From an optimization exercise on the open Yosys and OpenROAD flow, aimed at small area; shortcuts taken in it are not production practice. At most, simulation tests tie the RTL to the original design; equivalence was not proved. No driver is modelled on the clock port, so clocking that relies on it looks cheaper here than on a real chip. No activity file was given, so power comes from the tool's default toggle rates.

==> inputs of 01-05 <==
## eqPath
module eqPath (
    input  logic      S_AXI_ACLK,
    input  logic      S_AXI_ARESETN,
    input  logic      hostWr,
    input  eqPathPkg::hostAddr_t hostAddr,
    input  eqPathPkg::hostData_t hostData,
    input  logic      ADC_SDO,
    output logic      ADC_SCK,
    output logic      ADC_SDI,
    output logic      ADC_CONV_CS,
    output logic      DAC_SCK,
    output logic      DAC_SDI,
    output logic      DAC_CONV_CS
);
==> module eqPath, before the edit <==
module eqPath (
    input  logic      S_AXI_ACLK,
    input  logic      S_AXI_ARESETN,
    input  logic      hostWr,
    input  eqPathPkg::hostAddr_t hostAddr,
    input  eqPathPkg::hostData_t hostData,
    input  logic      ADC_SDO,
    output logic      ADC_SCK,
    output logic      ADC_SDI,
    output logic      ADC_CONV_CS,
    output logic      DAC_SCK,
    output logic      DAC_SDI,
    output logic      DAC_CONV_CS
);
    localparam logic [8:0] CNT_RST = 9'd297;
    logic [8:0] cnt;
    logic       tag;     
    logic adcWin, adcSck, adcSdi0, adcSdi1, dacWin, dacSck, dataWin, dacOne, dacTag, gainLoad, sampleEn, mulWin, step0, pass, ph0, phHigh, phOdd, ph1, ph0b, satCap, dataMsb, jump0, jump1;
    assign adcWin   = (cnt[8] && cnt[6]);
    assign adcSck   = (cnt[8] && cnt[6] && cnt[1]);
    assign adcSdi0  = (cnt[8] && cnt[6] && !cnt[5] && !cnt[4] && !cnt[3] && !cnt[2]);
    assign adcSdi1  = (cnt[8] && cnt[6] && !cnt[5] && !cnt[4] && !cnt[3] && cnt[2]);
    assign dacWin   = (!cnt[8] && !cnt[7]);
    assign dacSck   = (!cnt[8] && !cnt[7] && cnt[1]);
    assign dataWin  = (!cnt[8] && !cnt[7] && cnt[6]);
    assign dacOne   = (!cnt[8] && !cnt[7] && !cnt[4] && cnt[3]);
    assign dacTag   = (!cnt[8] && !cnt[7] && cnt[4] && cnt[3] && cnt[2]);
    assign gainLoad = (cnt[8] && !cnt[6] && cnt[5]) || (!cnt[8] && !cnt[6] && !cnt[5] && !cnt[4] && !cnt[3] && !cnt[2] && !cnt[1] && cnt[0]);
    assign sampleEn = (!cnt[7] && !cnt[1] && cnt[0]);
    assign mulWin   = (cnt[8]);
    assign step0    = (cnt[8] && cnt[6] && !cnt[5] && !cnt[4] && !cnt[3] && !cnt[1]) || (cnt[8] && cnt[6] && !cnt[5] && !cnt[4] && !cnt[3] && !cnt[2]);
    assign pass     = (!cnt[6] && cnt[5]);
    assign ph0      = (!cnt[8] && !cnt[1] && !cnt[0]) || (cnt[8] && cnt[1] && !cnt[0]);
    assign phHigh   = (!cnt[1]);
    assign phOdd    = (cnt[0]);
    assign ph1      = (cnt[1]);
    assign ph0b     = (cnt[0]);
    assign satCap   = (!cnt[6] && !cnt[1] && !cnt[0]);
    assign dataMsb  = (!cnt[5] && !cnt[4] && !cnt[3] && !cnt[2]);
    assign jump0    = (cnt[8] && cnt[7] && cnt[0]);
    assign jump1    = (cnt[8] && !cnt[6] && cnt[3] && cnt[0]);
    always_ff @(posedge S_AXI_ACLK) begin
        if (!S_AXI_ARESETN) begin
            cnt <= CNT_RST;
            tag <= 1'b0;
        end else begin
            cnt <= jump0 ? 9'd32 : (jump1 ? 9'd320 : (cnt + 9'd1));
            if (jump0) tag <= ~tag;
        end
    end
    logic [15:0] staged0, staged1;
    logic        hit0, hit1;
    logic        written0, written1;
    assign hit0 = hostWr && (hostAddr[3:0] == 4'hC) && !hostAddr[4];
    assign hit1 = hostWr && (hostAddr[3:0] == 4'hC) &&  hostAddr[4];
    always_ff @(posedge S_AXI_ACLK) begin
        if (hit0) staged0 <= hostData[15:0];
        if (hit1) staged1 <= hostData[15:0];
        written0 <= S_AXI_ARESETN && (written0 || hit0);
        written1 <= S_AXI_ARESETN && (written1 || hit1);
    end
    logic [15:0] nextGain;
    logic [15:0] gainSwap;
    logic        pick0, pick1;
    assign pick0    = tag && written0;
    assign pick1    = !tag && written1;
    assign nextGain = (staged0 & {16{pick0}}) | (staged1 & {16{pick1}})
                    | (16'h4000 & {16{!pick0 && !pick1}});
    always_ff @(posedge S_AXI_ACLK) begin
        if (gainLoad) gainSwap <= nextGain;
        else          gainSwap <= {gainSwap[7:0], gainSwap[15:8]};
    end
    logic adcBit;
    always_ff @(posedge S_AXI_ACLK) begin
        if (sampleEn) adcBit <= ADC_SDO;
    end
    logic [31:0] p;
    logic        carry;              
    logic        shiftIn;            
    logic        addOn, subOn;
    logic [7:0]  gainByte, addend, byteIn;
    logic [8:0]  byteSum;
    logic        gainSign;
    assign gainSign = phOdd ? gainSwap[7] : gainSwap[15];
    assign gainByte = phHigh ? {8{gainSign}} : gainSwap[7:0];
    assign addOn    = mulWin && !step0 && adcBit;
    assign subOn    = step0 && !adcBit;
    assign addend   = (gainByte & {8{addOn}}) | (~gainByte & {8{subOn}});
    assign byteIn   = pass ? p[7:0]
                    : ({p[6:0], shiftIn && !ph0} & {8{!step0}});
    logic [8:0] c;
    assign c[0] = ph0 ? subOn : carry;
    for (genvar i = 0; i < 8; i++) begin : g_add
        assign byteSum[i] = byteIn[i] ^ addend[i] ^ c[i];
        assign c[i+1]     = (byteIn[i] & addend[i]) | (c[i] & (byteIn[i] ^ addend[i]));
    end
    assign byteSum[8] = c[8];
    always_ff @(posedge S_AXI_ACLK) begin
        p       <= {byteSum[7:0], p[31:8]};
        carry   <= byteSum[8];
        shiftIn <= p[7];
    end
    logic satOn, satNeg;
    always_ff @(posedge S_AXI_ACLK) begin
        if (satCap) begin
            satOn  <= !((p[31] == p[30]) && (p[30] == p[29]));
            satNeg <= p[31];
        end
    end
    logic       pBit;
    logic       dataBit;
    always_comb begin
        case ({ph1, ph0b})
            2'd0:    pBit = p[29];
            2'd1:    pBit = p[21];
            2'd2:    pBit = p[13];
            default: pBit = p[5];
        endcase
    end
    assign dataBit = satOn ? !satNeg : (pBit ^ dataMsb);
    assign ADC_CONV_CS = !adcWin;
    assign ADC_SCK     = adcSck;
    assign ADC_SDI     = adcSdi0 || (adcSdi1 && tag);
    assign DAC_CONV_CS = !dacWin;
    assign DAC_SCK     = dacSck;
    assign DAC_SDI     = dataWin ? dataBit : (dacOne || (dacTag && tag));
endmodule
clock: 10.0 ns
lec_check: 0
cap_margin: 20
core_margin: 2
core_utilization: 65
slew_margin: 20
standard.sh (not shown) runs the stock make flow with config.mk's settings and CLKGATE_MAP_FILE= SYNTH_SCRIPT=/design/flow/synth_recipe.tcl, a recipe that flattens the netlist after the stock synthesis.
==> flow/flow/run.sh <==
#!/bin/bash
# The standard ORFS layout (standard.sh) with these changes:
# - the smallest buffer (buf_1) on the ports,
# - a clock tree of clkbuf_8 without dummy loads, whose buffers post_cts.tcl
#   then downsizes where the clock pins keep their slew,
# - power recovery (downsizing of cells with slack), after which
#   post_grt.tcl repairs any slew or capacitance violation it left.
# make's full output goes to make.log; ORFS keeps each step's log in orfs/logs.
set -euo pipefail
F="$PWD/flow"
bash standard.sh \
  "BUFFER_PORTS_ARGS=-buffer_cell sky130_fd_sc_hd__buf_1" \
  "CTS_ARGS=-sink_clustering_enable -repair_clock_nets -buf_list sky130_fd_sc_hd__clkbuf_8 -dont_use_dummy_load" \
  "POST_CTS_TCL=$F/post_cts.tcl" \
  RECOVER_POWER=100 \
  "POST_GLOBAL_ROUTE_TCL=$F/post_grt.tcl" \
  finish > make.log 2>&1
Other scripts of this flow, unchanged in this note and not shown: flow/flow/post_cts.tcl, flow/flow/post_grt.tcl
==> 11-01: changes against 01-05 <==
==> flow/design.v (replaced) <==
package eqPathPkg;
    typedef logic [16-1:0]        sample_t;      
    typedef logic signed [16-1:0] gain_t;        
    typedef logic                            channel_t;
    typedef logic [24-1:0]      dacWord_t;
    typedef logic [9-1:0]     hostAddr_t;
    typedef logic [32-1:0]     hostData_t;
    typedef struct packed {
        channel_t channel;
        sample_t  sample;
    } sampleBeat_t;
    typedef struct packed {
        gain_t ch1;
        gain_t ch0;
    } gainPair_t;
    typedef enum logic [1:0] {
        IDLE,
        SHIFT,
        DONE
    } spiState_t;
endpackage
module eqPath (
    input  logic      S_AXI_ACLK,
    input  logic      S_AXI_ARESETN,
    input  logic      hostWr,
    input  eqPathPkg::hostAddr_t hostAddr,
    input  eqPathPkg::hostData_t hostData,
    input  logic      ADC_SDO,
    output logic      ADC_SCK,
    output logic      ADC_SDI,
    output logic      ADC_CONV_CS,
    output logic      DAC_SCK,
    output logic      DAC_SDI,
    output logic      DAC_CONV_CS
);
    localparam logic [8:0] CNT_RST = 9'd281;
    logic [8:0] cnt;
    logic       tag;     
    logic adcWin, adcSck, sampleEn, adcSdi0, adcSdi1, dacWin, dacSck, dataWin, dacOne, dacTag, mulWin, gainLoad, jump0, jump1;
    assign adcWin   = (cnt[8] && cnt[7] && !cnt[6]);
    assign adcSck   = (cnt[8] && cnt[7] && cnt[1]);
    assign sampleEn = (cnt[7] && !cnt[6] && !cnt[1] && cnt[0]);
    assign adcSdi0  = (cnt[8] && cnt[7] && !cnt[6] && !cnt[5] && !cnt[4] && !cnt[3] && !cnt[2]);
    assign adcSdi1  = (cnt[8] && cnt[7] && !cnt[5] && !cnt[4] && !cnt[3] && cnt[2]);
    assign dacWin   = (!cnt[8] && !cnt[7]);
    assign dacSck   = (!cnt[8] && !cnt[7] && cnt[1]);
    assign dataWin  = (!cnt[7] && cnt[6]);
    assign dacOne   = (!cnt[8] && !cnt[7] && !cnt[4] && cnt[3]);
    assign dacTag   = (!cnt[7] && cnt[4] && cnt[3] && cnt[2]);
    assign mulWin   = (!cnt[7] && cnt[5] && cnt[4]);
    assign gainLoad = (cnt[8] && !cnt[7] && cnt[4]) || (!cnt[8] && !cnt[6] && !cnt[5] && !cnt[4] && !cnt[3] && !cnt[2] && !cnt[1] && cnt[0]);
    assign jump0    = (cnt[8] && cnt[6] && cnt[0]);
    assign jump1    = (cnt[8] && !cnt[7] && cnt[3] && cnt[0]);
    always_ff @(posedge S_AXI_ACLK) begin
        if (!S_AXI_ARESETN) begin
            cnt <= CNT_RST;
            tag <= 1'b0;
        end else begin
            cnt <= jump0 ? 9'd32 : (jump1 ? 9'd384 : (cnt + 9'd1));
            if (jump0) tag <= ~tag;
        end
    end
    logic [15:0] staged0, staged1;
    logic [15:0] sample;         
    logic [17:0] acc;            
    logic        hit0, hit1;
    logic        written0, written1;
    assign hit0 = hostWr && (hostAddr[3:0] == 4'hC) && !hostAddr[4];
    assign hit1 = hostWr && (hostAddr[3:0] == 4'hC) &&  hostAddr[4];
    always_ff @(posedge S_AXI_ACLK) begin
        if (hit0) staged0 <= hostData[15:0];
        if (hit1) staged1 <= hostData[15:0];
        written0 <= S_AXI_ARESETN && (written0 || hit0);
        written1 <= S_AXI_ARESETN && (written1 || hit1);
    end
    logic [15:0] nextGain;
    logic [16:0] gainRing;
    logic        gainNeg;        
    assign nextGain = tag ? (written0 ? staged0 : 16'h4000) : (written1 ? staged1 : 16'h4000);
    always_ff @(posedge S_AXI_ACLK) begin
        if (gainLoad) begin
            gainRing <= {nextGain[2:0], gainRing[14], nextGain[15:3]};
            gainNeg  <= nextGain[15];
        end else begin
            gainRing <= {gainRing[0], gainRing[16:1]};
        end
    end
    always_ff @(posedge S_AXI_ACLK) begin
        if (sampleEn) sample <= {sample[14:0], ADC_SDO ^ gainNeg};
    end
    logic        negSeen;        
    logic        mulBit;
    logic [16:0] addend, sum;
    assign mulBit = mulWin && (gainRing[0] ^ (gainNeg && negSeen));
    assign addend = {17{mulBit}} & {~sample[15], ~sample[15], sample[14:0]};
    always_ff @(posedge S_AXI_ACLK) begin
        negSeen <= mulWin && (negSeen || gainRing[0]);
    end
    logic [16:0] accExt;
    logic [17:0] carry;
    assign accExt   = {acc[17], acc[17:2]};
    assign carry[0] = mulBit && gainNeg;
    for (genvar i = 0; i < 17; i++) begin : g_add
        assign sum[i]     = accExt[i] ^ addend[i] ^ carry[i];
        assign carry[i+1] = (accExt[i] & addend[i]) | (carry[i] & (accExt[i] ^ addend[i]));
    end
    always_ff @(posedge S_AXI_ACLK) begin
        if (!dataWin) acc <= {sum[16] & mulWin, sum[15:0], acc[1]};
    end
    logic       sat;
    logic [3:0] bitIdx;
    logic       dataBit;
    assign sat     = !((acc[17] == acc[16]) && (acc[16] == acc[15]));
    assign bitIdx  = cnt[5:2];
    assign dataBit = sat ? ~acc[17] : (acc[15 - bitIdx] ^ (bitIdx == 4'd0));
    assign ADC_CONV_CS = !adcWin;
    assign ADC_SCK     = adcSck;
    assign ADC_SDI     = adcSdi0 || (adcSdi1 && tag);
    assign DAC_CONV_CS = !dacWin;
    assign DAC_SCK     = dacSck;
    assign DAC_SDI     = dataWin ? dataBit : (dacOne || (dacTag && tag));
endmodule
==> 03-18: changes against 01-05 <==
--- a/flow/design.v
+++ b/flow/design.v
@@ -37,5 +37,5 @@
     logic [8:0] cnt;
     logic       tag;     
-    logic adcWin, adcSck, adcSdi0, adcSdi1, dacWin, dacSck, dataWin, dacOne, dacTag, gainLoad, sampleEn, mulWin, step0, pass, ph0, phHigh, phOdd, ph1, ph0b, satCap, dataMsb, jump0, jump1;
+    logic adcWin, adcSck, adcSdi0, adcSdi1, dacWin, dacSck, dataWin, dacOne, dacTag, gainLoad, sampleEn, mulWin, step0, ph0, phHigh, phOdd, ph1, ph0b, satCap, dataMsb, jump0, jump1;
     assign adcWin   = (cnt[8] && cnt[6]);
     assign adcSck   = (cnt[8] && cnt[6] && cnt[1]);
@@ -51,5 +51,4 @@
     assign mulWin   = (cnt[8]);
     assign step0    = (cnt[8] && cnt[6] && !cnt[5] && !cnt[4] && !cnt[3] && !cnt[1]) || (cnt[8] && cnt[6] && !cnt[5] && !cnt[4] && !cnt[3] && !cnt[2]);
-    assign pass     = (!cnt[6] && cnt[5]);
     assign ph0      = (!cnt[8] && !cnt[1] && !cnt[0]) || (cnt[8] && cnt[1] && !cnt[0]);
     assign phHigh   = (!cnt[1]);
@@ -57,5 +56,5 @@
     assign ph1      = (cnt[1]);
     assign ph0b     = (cnt[0]);
-    assign satCap   = (!cnt[6] && !cnt[1] && !cnt[0]);
+    assign satCap   = (!cnt[6] && !cnt[4] && !cnt[3] && !cnt[2] && !cnt[1] && !cnt[0]);
     assign dataMsb  = (!cnt[5] && !cnt[4] && !cnt[3] && !cnt[2]);
     assign jump0    = (cnt[8] && cnt[7] && cnt[0]);
@@ -81,15 +80,17 @@
         written1 <= S_AXI_ARESETN && (written1 || hit1);
     end
-    logic [15:0] nextGain;
+    logic [15:0] gainSwapN;
+    logic        load0, load1, loadUnity;
+    assign load0     = gainLoad && tag && written0;
+    assign load1     = gainLoad && !tag && written1;
+    assign loadUnity = gainLoad && !(tag ? written0 : written1);
+    logic [15:0] loadValN;
+    assign loadValN = ~((staged0 & {16{load0}}) | (staged1 & {16{load1}})
+                        | (16'h4000 & {16{loadUnity}}));
+    always_ff @(posedge S_AXI_ACLK) begin
+        gainSwapN <= loadValN & ({gainSwapN[7:0], gainSwapN[15:8]} | {16{gainLoad}});
+    end
     logic [15:0] gainSwap;
-    logic        pick0, pick1;
-    assign pick0    = tag && written0;
-    assign pick1    = !tag && written1;
-    assign nextGain = (staged0 & {16{pick0}}) | (staged1 & {16{pick1}})
-                    | (16'h4000 & {16{!pick0 && !pick1}});
-    always_ff @(posedge S_AXI_ACLK) begin
-        if (gainLoad) gainSwap <= nextGain;
-        else          gainSwap <= {gainSwap[7:0], gainSwap[15:8]};
-    end
+    assign gainSwap = ~gainSwapN;
     logic adcBit;
     always_ff @(posedge S_AXI_ACLK) begin
@@ -108,6 +109,5 @@
     assign subOn    = step0 && !adcBit;
     assign addend   = (gainByte & {8{addOn}}) | (~gainByte & {8{subOn}});
-    assign byteIn   = pass ? p[7:0]
-                    : ({p[6:0], shiftIn && !ph0} & {8{!step0}});
+    assign byteIn   = {p[6:0], ph0 ? (p[31] && !mulWin) : shiftIn} & {8{!step0}};
     logic [8:0] c;
     assign c[0] = ph0 ? subOn : carry;
@@ -133,8 +133,8 @@
     always_comb begin
         case ({ph1, ph0b})
-            2'd0:    pBit = p[29];
-            2'd1:    pBit = p[21];
-            2'd2:    pBit = p[13];
-            default: pBit = p[5];
+            2'd0:    pBit = p[5];
+            2'd1:    pBit = p[30];
+            2'd2:    pBit = p[22];
+            default: pBit = p[14];
         endcase
     end
==> comparison table <==
quantity                                                                 01-05                     03-18                      11-01
Result of the run                                     timing/DRC/antenna clean  timing/DRC/antenna clean   timing/DRC/antenna clean
Main synth FF type                                    sky130_fd_sc_hd__dfxtp_1  sky130_fd_sc_hd__dfxtp_1  sky130_fd_sc_hd__edfxtp_1
Clock buffer and inverter area fraction after layout                    0.0237                    0.0232                     0.0194
Mapped Avg Cell Area                                                  12.2 um2                  12.9 um2                   13.8 um2
Comb power                                                             69.4 uW                   71.7 uW                    42.8 uW
Seq pwr share                                                            0.687                     0.687                      0.696
Clock latency on the worst-skew pair                                   0.54 ns                   0.52 ns                    0.50 ns
Final routed wire length divided by cell count                         14.3 um                   14.5 um                    16.1 um
DIE HEIGHT                                                             78.5 um                   79.1 um                    83.4 um
Maximum fanout along the worst path                                         19                        11                         16
Vias in the first global route                                            2126                      2002                       2216
Worst Hold Margin                                                     0.321 ns                  0.334 ns                   0.365 ns
Final-layout fill cell count                                               421                       427                        426
Sum of routed wire length over all layers                              5570 um                   5560 um                    6420 um
For 11-01 and 03-18, only the layout was checked, not whether the RTL still works.

afterwards: timing with drivers on the ports:
How much do the figures lean on ideal ports? The routed layouts below were timed once more, with nothing changed but the port constraints.
Step 1: set_driving_cell puts a clkbuf_16 on S_AXI_ACLK and a buf_2 on each other input, an assumption about the parent block.
Step 2 adds t to the input delays and takes it off the output delays; t is the mean of the earliest and latest rising clock arrival at the registers after step 1. Input paths then give back, and output paths get back, about the clock's delay inside the block.
a / b / c = ideal ports / drivers / drivers and shift; a / b = the first two.
run	shift t [ns]	slack for setup (ns)	hold WS [ns]
01-05	0.547	4.978 / 4.978 / 4.978	0.321 / 0.321 / 0.321
11-01	0.504	2.637 / 2.637 / 2.637	0.365 / 0.365 / 0.365
03-18	0.532	4.898 / 4.898 / 4.898	0.334 / 0.334 / 0.334
After both steps every run listed still meets setup and hold.
